Context: an optimization exercise on an open-source flow, tuned for small area. The choices shown serve that exercise and are no tape-out recipe. Function was checked by simulation only, so behaviour that the tests miss may differ from the original. Power is estimated from default activity; no workload was simulated.

==> quartz: inputs <==
## executeStage
module executeStage #(
    parameter int dataWidth    = 32,
    parameter int regAddrWidth = 5
) (
    input  logic              clk,
    input  logic              rstN,
    input  logic              clr,
    input  logic              regWriteD,
    input  logic [1:0]        resultSrcD,
    input  logic              memWriteD,
    input  logic              byteAddrD,
    input  logic [1:0]       jumpTypeD,
    input  logic [1:0]       branchTypeD,
    input  logic [2:0]       aluControlD,
    input  logic              aluSrcD,
    input  logic [31:0]      rd1D,
    input  logic [31:0]      rd2D,
    input  logic [31:0]      pcD,
    input  logic [4:0]       rs1D,
    input  logic [4:0]       rs2D,
    input  logic [4:0]       rdD,
    input  logic [31:0]      immExtD,
    input  logic [31:0]      pcPlus4D,
    input  logic [4:0]       rdW,
    input  logic              regWriteW,
    input  logic [31:0]      resultW,
    output logic              pcSrcE,
    output logic [31:0]      pcTargetE,
    output logic              regWriteM,
    output logic [1:0]        resultSrcM,
    output logic              memWriteM,
    output logic              byteAddrM,
    output logic [31:0]      aluResultM,
    output logic [31:0]      writeDataM,
    output logic [4:0]       rdM,
    output logic [31:0]      pcPlus4M
);
    logic        regWriteE, memWriteE;
    logic [1:0]  jumpTypeE, branchTypeE;
    logic [1:0]  resultSrcE;
    logic        byteAddrE, aluSrcE;
    logic [2:0]  aluControlE;
    logic [31:0] rd1E, rd2E, pcE, immExtE, pcPlus4E;
    logic [4:0]  rs1E, rs2E, rdE;
    always_ff @(posedge clk or negedge rstN) begin
        if (!rstN) begin
            regWriteE   <= 1'b0;
            memWriteE   <= 1'b0;
            jumpTypeE   <= 2'd0;
            branchTypeE <= 2'd0;
        end else begin
            regWriteE   <= regWriteD & ~clr;
            memWriteE   <= memWriteD & ~clr;
            jumpTypeE   <= jumpTypeD & {2{~clr}};
            branchTypeE <= branchTypeD & {2{~clr}};
        end
    end
    always_ff @(posedge clk) begin
        resultSrcE  <= resultSrcD;
        byteAddrE   <= byteAddrD;
  ...
==> module executeStage, before the edit <==
module executeStage #(
    parameter int dataWidth    = 32,
    parameter int regAddrWidth = 5
) (
    input  logic              clk,
    input  logic              rstN,
    input  logic              clr,
    input  logic              regWriteD,
    input  logic [1:0]        resultSrcD,
    input  logic              memWriteD,
    input  logic              byteAddrD,
    input  logic [1:0]       jumpTypeD,
    input  logic [1:0]       branchTypeD,
    input  logic [2:0]       aluControlD,
    input  logic              aluSrcD,
    input  logic [31:0]      rd1D,
    input  logic [31:0]      rd2D,
    input  logic [31:0]      pcD,
    input  logic [4:0]       rs1D,
    input  logic [4:0]       rs2D,
    input  logic [4:0]       rdD,
    input  logic [31:0]      immExtD,
    input  logic [31:0]      pcPlus4D,
    input  logic [4:0]       rdW,
    input  logic              regWriteW,
    input  logic [31:0]      resultW,
    output logic              pcSrcE,
    output logic [31:0]      pcTargetE,
    output logic              regWriteM,
    output logic [1:0]        resultSrcM,
    output logic              memWriteM,
    output logic              byteAddrM,
    output logic [31:0]      aluResultM,
    output logic [31:0]      writeDataM,
    output logic [4:0]       rdM,
    output logic [31:0]      pcPlus4M
);
    logic        regWriteE, memWriteE;
    logic [1:0]  jumpTypeE, branchTypeE;
    logic [1:0]  resultSrcE;
    logic        byteAddrE, aluSrcE;
    logic [2:0]  aluControlE;
    logic [31:0] rd1E, rd2E, pcE, immExtE, pcPlus4E;
    logic [4:0]  rs1E, rs2E, rdE;
    always_ff @(posedge clk or negedge rstN) begin
        if (!rstN) begin
            regWriteE   <= 1'b0;
            memWriteE   <= 1'b0;
            jumpTypeE   <= 2'd0;
            branchTypeE <= 2'd0;
        end else begin
            regWriteE   <= regWriteD & ~clr;
            memWriteE   <= memWriteD & ~clr;
            jumpTypeE   <= jumpTypeD & {2{~clr}};
            branchTypeE <= branchTypeD & {2{~clr}};
        end
    end
    always_ff @(posedge clk) begin
        resultSrcE  <= resultSrcD;
        byteAddrE   <= byteAddrD;
        aluSrcE     <= aluSrcD;
        aluControlE <= aluControlD;
        rd1E        <= rd1D;
        rd2E        <= rd2D;
        pcE         <= pcD;
        immExtE     <= immExtD;
        pcPlus4E    <= pcPlus4D;
        rs1E        <= rs1D;
        rs2E        <= rs2D;
        rdE         <= rdD;
    end
    logic        fwdMOk, fwdWOk;
    logic        aFromM, aFromW, bFromM, bFromW;
    logic [31:0] srcA, wdE;
    assign fwdMOk = regWriteM & (resultSrcM == 2'd0) & (|rdM);
    assign fwdWOk = regWriteW & (|rdW);
    assign aFromM = fwdMOk & (rdM == rs1E);
    assign bFromM = fwdMOk & (rdM == rs2E);
    assign aFromW = fwdWOk & (rdW == rs1E);
    assign bFromW = fwdWOk & (rdW == rs2E);
    assign srcA   = aFromM ? aluResultM : (aFromW ? resultW : rd1E);
    assign wdE    = bFromM ? aluResultM : (bFromW ? resultW : rd2E);
    logic [31:0] srcB, bx, aluG, aluP, aluSum, shIn, shOut, aluResultE;
    logic        isSub, sltBit;
    assign srcB  = aluSrcE ? immExtE : wdE;
    assign isSub = (aluControlE == 3'd1) | (aluControlE == 3'd5);
    assign bx    = srcB ^ {32{isSub}};
    assign aluG  = srcA & bx;
    assign aluP  = srcA ^ bx;
    bkAdd32 uAluAdd (.g(aluG), .p(aluP), .cin(isSub), .s(aluSum));
    assign sltBit = (srcA[31] ^ srcB[31]) ? srcA[31] : aluSum[31];
    always_comb begin
        for (int i = 0; i < 32; i++) shIn[i] = aluControlE[0] ? srcA[31-i] : srcA[i];
    end
    assign shOut = shIn << srcB[4:0];
    always_comb begin
        case (aluControlE)
            3'd0, 3'd1: aluResultE = aluSum;
            3'd2:       aluResultE = aluG;              
            3'd3:       aluResultE = aluG | aluP;       
            3'd4:       aluResultE = aluP;              
            3'd5:       aluResultE = {31'd0, sltBit};
            3'd6:       aluResultE = shOut;
            default: begin
                for (int i = 0; i < 32; i++) aluResultE[i] = shOut[31-i];
            end
        endcase
    end
    logic        brEq, brLt, takeBranch, isJalr;
    logic [31:0] tBase, tSum;
    cmp32 uCmp (.a(srcA), .b(wdE), .eq(brEq), .lt(brLt));
    always_comb begin
        case (branchTypeE)
            2'd1:    takeBranch = brEq;
            2'd2:    takeBranch = ~brEq;
            2'd3:    takeBranch = brLt;
            default: takeBranch = 1'b0;
        endcase
    end
    assign isJalr = jumpTypeE[1];
    assign pcSrcE = (jumpTypeE != 2'd0) | takeBranch;
    assign tBase = isJalr ? srcA : pcE;
    bkAdd32 uTgtAdd (.g(tBase & immExtE), .p(tBase ^ immExtE), .cin(1'b0), .s(tSum));
    assign pcTargetE = {tSum[31:1], tSum[0] & ~isJalr};
    always_ff @(posedge clk or negedge rstN) begin
        if (!rstN) begin
            regWriteM <= 1'b0;
            memWriteM <= 1'b0;
        end else begin
            regWriteM <= regWriteE;
            memWriteM <= memWriteE;
        end
    end
    always_ff @(posedge clk) begin
        resultSrcM <= resultSrcE;
        byteAddrM  <= byteAddrE;
        aluResultM <= aluResultE;
        writeDataM <= wdE;
        rdM        <= rdE;
        pcPlus4M   <= pcPlus4E;
    end
endmodule
Settings: LEC_CHECK=0, CAP_MARGIN=20, CORE_MARGIN=2, CORE_UTILIZATION=40, SLEW_MARGIN=20; clock period 8.0 ns.
run.sh (not shown) runs the stock make flow with config.mk's settings and CLKGATE_MAP_FILE= SYNTH_SCRIPT=/design/flow/synth_recipe.tcl, a recipe that flattens the netlist after the stock synthesis.
==> nickel (differences from quartz) <==
--- a/flow/design.v
+++ b/flow/design.v
@@ -106,13 +106,18 @@
     end
-    logic        fwdMOk, fwdWOk;
+    logic        fwdMOk;
     logic        aFromM, aFromW, bFromM, bFromW;
     logic [31:0] srcA, wdE;
-    assign fwdMOk = regWriteM & (resultSrcM == 2'd0) & (|rdM);
-    assign fwdWOk = regWriteW & (|rdW);
-    assign aFromM = fwdMOk & (rdM == rs1E);
-    assign bFromM = fwdMOk & (rdM == rs2E);
-    assign aFromW = fwdWOk & (rdW == rs1E);
-    assign bFromW = fwdWOk & (rdW == rs2E);
-    assign srcA   = aFromM ? aluResultM : (aFromW ? resultW : rd1E);
-    assign wdE    = bFromM ? aluResultM : (bFromW ? resultW : rd2E);
+    logic        rs1Nz, rs2Nz;
+    logic [31:0] aEarly, bEarly;
+    assign rs1Nz  = |rs1E;
+    assign rs2Nz  = |rs2E;
+    assign fwdMOk = regWriteM & (resultSrcM == 2'd0);
+    assign aFromM = fwdMOk & rs1Nz & (rdM == rs1E);
+    assign bFromM = fwdMOk & rs2Nz & (rdM == rs2E);
+    assign aFromW = regWriteW & rs1Nz & ~aFromM & (rdW == rs1E);
+    assign bFromW = regWriteW & rs2Nz & ~bFromM & (rdW == rs2E);
+    assign aEarly = aFromM ? aluResultM : rd1E;
+    assign bEarly = bFromM ? aluResultM : rd2E;
+    assign srcA   = aFromW ? resultW : aEarly;
+    assign wdE    = bFromW ? resultW : bEarly;
     logic [31:0] srcB, bx, aluG, aluP, aluSum, shIn, shOut, aluResultE;
@@ -130,15 +135,20 @@
     assign shOut = shIn << srcB[4:0];
-    always_comb begin
-        case (aluControlE)
-            3'd0, 3'd1: aluResultE = aluSum;
-            3'd2:       aluResultE = aluG;              
-            3'd3:       aluResultE = aluG | aluP;       
-            3'd4:       aluResultE = aluP;              
-            3'd5:       aluResultE = {31'd0, sltBit};
-            3'd6:       aluResultE = shOut;
-            default: begin
-                for (int i = 0; i < 32; i++) aluResultE[i] = shOut[31-i];
-            end
-        endcase
-    end
+    logic selArith, selAnd, selOr, selXor, selSlt, selSll, selSrl;
+    logic [31:0] shRev;
+    assign selArith = aluControlE[2:1] == 2'd0;
+    assign selAnd   = aluControlE == 3'd2;
+    assign selOr    = aluControlE == 3'd3;
+    assign selXor   = aluControlE == 3'd4;
+    assign selSlt   = aluControlE == 3'd5;
+    assign selSll   = aluControlE == 3'd6;
+    assign selSrl   = aluControlE == 3'd7;
+    always_comb begin
+        for (int i = 0; i < 32; i++) shRev[i] = shOut[31-i];
+    end
+    assign aluResultE = ({32{selArith}} & aluSum)
+                      | ({32{selAnd | selOr}} & aluG)
+                      | ({32{selXor | selOr}} & aluP)
+                      | ({32{selSll}} & shOut)
+                      | ({32{selSrl}} & shRev)
+                      | {31'd0, selSlt & sltBit};
     logic        brEq, brLt, takeBranch, isJalr;
@@ -157,3 +167,3 @@
     assign tBase = isJalr ? srcA : pcE;
-    bkAdd32 uTgtAdd (.g(tBase & immExtE), .p(tBase ^ immExtE), .cin(1'b0), .s(tSum));
+    ksAdd32 uTgtAdd (.g(tBase & immExtE), .p(tBase ^ immExtE), .cin(1'b0), .s(tSum));
     assign pcTargetE = {tSum[31:1], tSum[0] & ~isJalr};
@@ -177,2 +187,56 @@
 endmodule
+module ksAdd32 (
+    input  logic [31:0] g,
+    input  logic [31:0] p,
+    input  logic        cin,
+    output logic [31:0] s
+);
+    logic [31:0] G, P, Gn, Pn;
+    always_comb begin
+        G = g;
+        P = p;
+        G[0] = g[0] | (p[0] & cin);
+        for (int l = 0; l < 5; l++) begin
+            Gn = G;
+            Pn = P;
+            for (int i = 0; i < 32; i++) begin
+                if (i >= (1 << l)) begin
+                    Gn[i] = G[i] | (P[i] & G[i - (1 << l)]);
+                    Pn[i] = P[i] & P[i - (1 << l)];
+                end
+            end
+            G = Gn;
+            P = Pn;
+        end
+        s[0] = p[0] ^ cin;
+        for (int i = 1; i < 32; i++) s[i] = p[i] ^ G[i-1];
+    end
+endmodule
+module skAdd32 (
+    input  logic [31:0] g,
+    input  logic [31:0] p,
+    input  logic        cin,
+    output logic [31:0] s
+);
+    logic [31:0] G, P, Gn, Pn;
+    always_comb begin
+        G = g;
+        P = p;
+        G[0] = g[0] | (p[0] & cin);
+        for (int l = 0; l < 5; l++) begin
+            Gn = G;
+            Pn = P;
+            for (int i = 0; i < 32; i++) begin
+                if (((i >> l) & 1) == 1) begin
+                    Gn[i] = G[i] | (P[i] & G[((i >> l) << l) - 1]);
+                    Pn[i] = P[i] & P[((i >> l) << l) - 1];
+                end
+            end
+            G = Gn;
+            P = Pn;
+        end
+        s[0] = p[0] ^ cin;
+        for (int i = 1; i < 32; i++) s[i] = p[i] ^ G[i-1];
+    end
+endmodule
 module bkAdd32 (
==> flow/flow/run.sh (new file) <==
#!/bin/bash
# Layout flow: the standard ORFS flow with two changes.
#  - synthesis: the standard script, but ABC maps for area (map -a) and
#    then sizes gates for delay (flow/abc_area.script); registers are
#    untouched, so they keep the standard synthesis's names and cells.
#  - clock tree: smaller buffers, larger sink clusters, no dummy loads.
#  - placement: the smallest buffer on every port instead of the delay
#    cell that buffer_ports picks by default.
# Each tool's output goes to its own log in this folder.
set -euo pipefail
W=$PWD
rm -rf "$W/scripts_abc"
cp -r "$FLOW_HOME/scripts" "$W/scripts_abc"
cp "$W/flow/abc_area.script" "$W/scripts_abc/abc_area.script"
export BUFFER_PORTS_ARGS="-buffer_cell sky130_fd_sc_hd__buf_1"
export CTS_ARGS="-sink_clustering_enable -repair_clock_nets -dont_use_dummy_load -buf_list sky130_fd_sc_hd__clkbuf_8 -sink_clustering_size 14 -sink_clustering_max_diameter 60"
bash standard.sh SCRIPTS_DIR="$W/scripts_abc" ABC_AREA=1 synth > synth.log 2>&1
bash standard.sh finish > layout.log 2>&1
==> flow/flow/abc_area.script (new file) <==
strash
dch
map -a
topo
upsize
dnsize
==> flow/standard.sh (new file) <==
#!/bin/bash
# synth_recipe.tcl (not shown) runs the flow's synth.tcl, then flattens the netlist and writes it again
# the make line also repeats each setting of config.mk as NAME=value (left out here)
make -C /OpenROAD-flow-scripts/flow DESIGN_CONFIG=/design/flow/config.mk WORK_HOME=/design/flow/orfs CLKGATE_MAP_FILE= SYNTH_SCRIPT=/design/flow/synth_recipe.tcl "${@:-finish}"
Settings changed: CORE_UTILIZATION 40 to 65, GPL_TIMING_DRIVEN set to 0, SETUP_SLACK_MARGIN set to 0.05.
removed: flow/run.sh
==> out/metrics.cfg <==
[outcome]
outcome=finished with violations
layout.failed_checks=setup timing

[power]
pwr-share-clk=0.338

[yosys]
synth.area.mux_share=0.149
synthTopCellsByArea=dfxtp_1 (36%), ha_1 (9.8%), mux2i_1 (7.6%)
yosysWarnings=3

[layout]
multi_input_gates=1120
multi_input_area_share=0.415
nFillCells=3497
fin_util=0.575

[sta]
layout_setup_ws_ps=-151
setup_viol=4

[route]
post_drt_wl_per_cell_um=22.0

[worst_setup_path]
cp_num_cells=27

[place]
place_hpwl_um=46000

That was quartz.
==> out/metrics.cfg <==
[layout]
multi_input_gates=1323
nFillCells=1388

[worst_setup_path]
cp_num_cells=39

[route]
post_drt_wl_per_cell_um=22.3

[yosys]
yosysWarnings=4
synth.area.mux_share=0.0210

[outcome]
outcome=no timing/DRC/antenna violations

That was nickel.

[afterwards: timing with drivers on the ports]
How much do the figures lean on ideal ports? The routed layouts below were timed once more, with nothing changed but the port constraints. Step 1 sets driving cells, clkbuf_16 on the clock port and buf_2 on the other inputs (assumed; they add their load-dependent delay and slew). Step 2, shift: input delay + t, output delay - t, t = (earliest + latest rising clock arrival at the registers) / 2. This alone moves slack from input paths to output paths. a / b / c = no drivers / after step 1 / after step 2; a / b = the first two.
run | shift t [ns] | slack for setup (ns) | worst setup path after step 2 | worst register clock-pin slew, ns | pins driven straight from the clock port
quartz | 0.595 | -0.151 / -0.191 / -0.191 | input to output | 0.07 / 0.07 | 1
nickel | 0.611 | 0.187 / 0.172 / -0.405 | input to register | 0.10 / 0.10 | 1
With both steps, setup timing fails in nickel, where it was met with ideal ports. The setup slack of nickel, which loses most, moves by -0.015 ns with the drivers and by -0.592 ns with both steps.
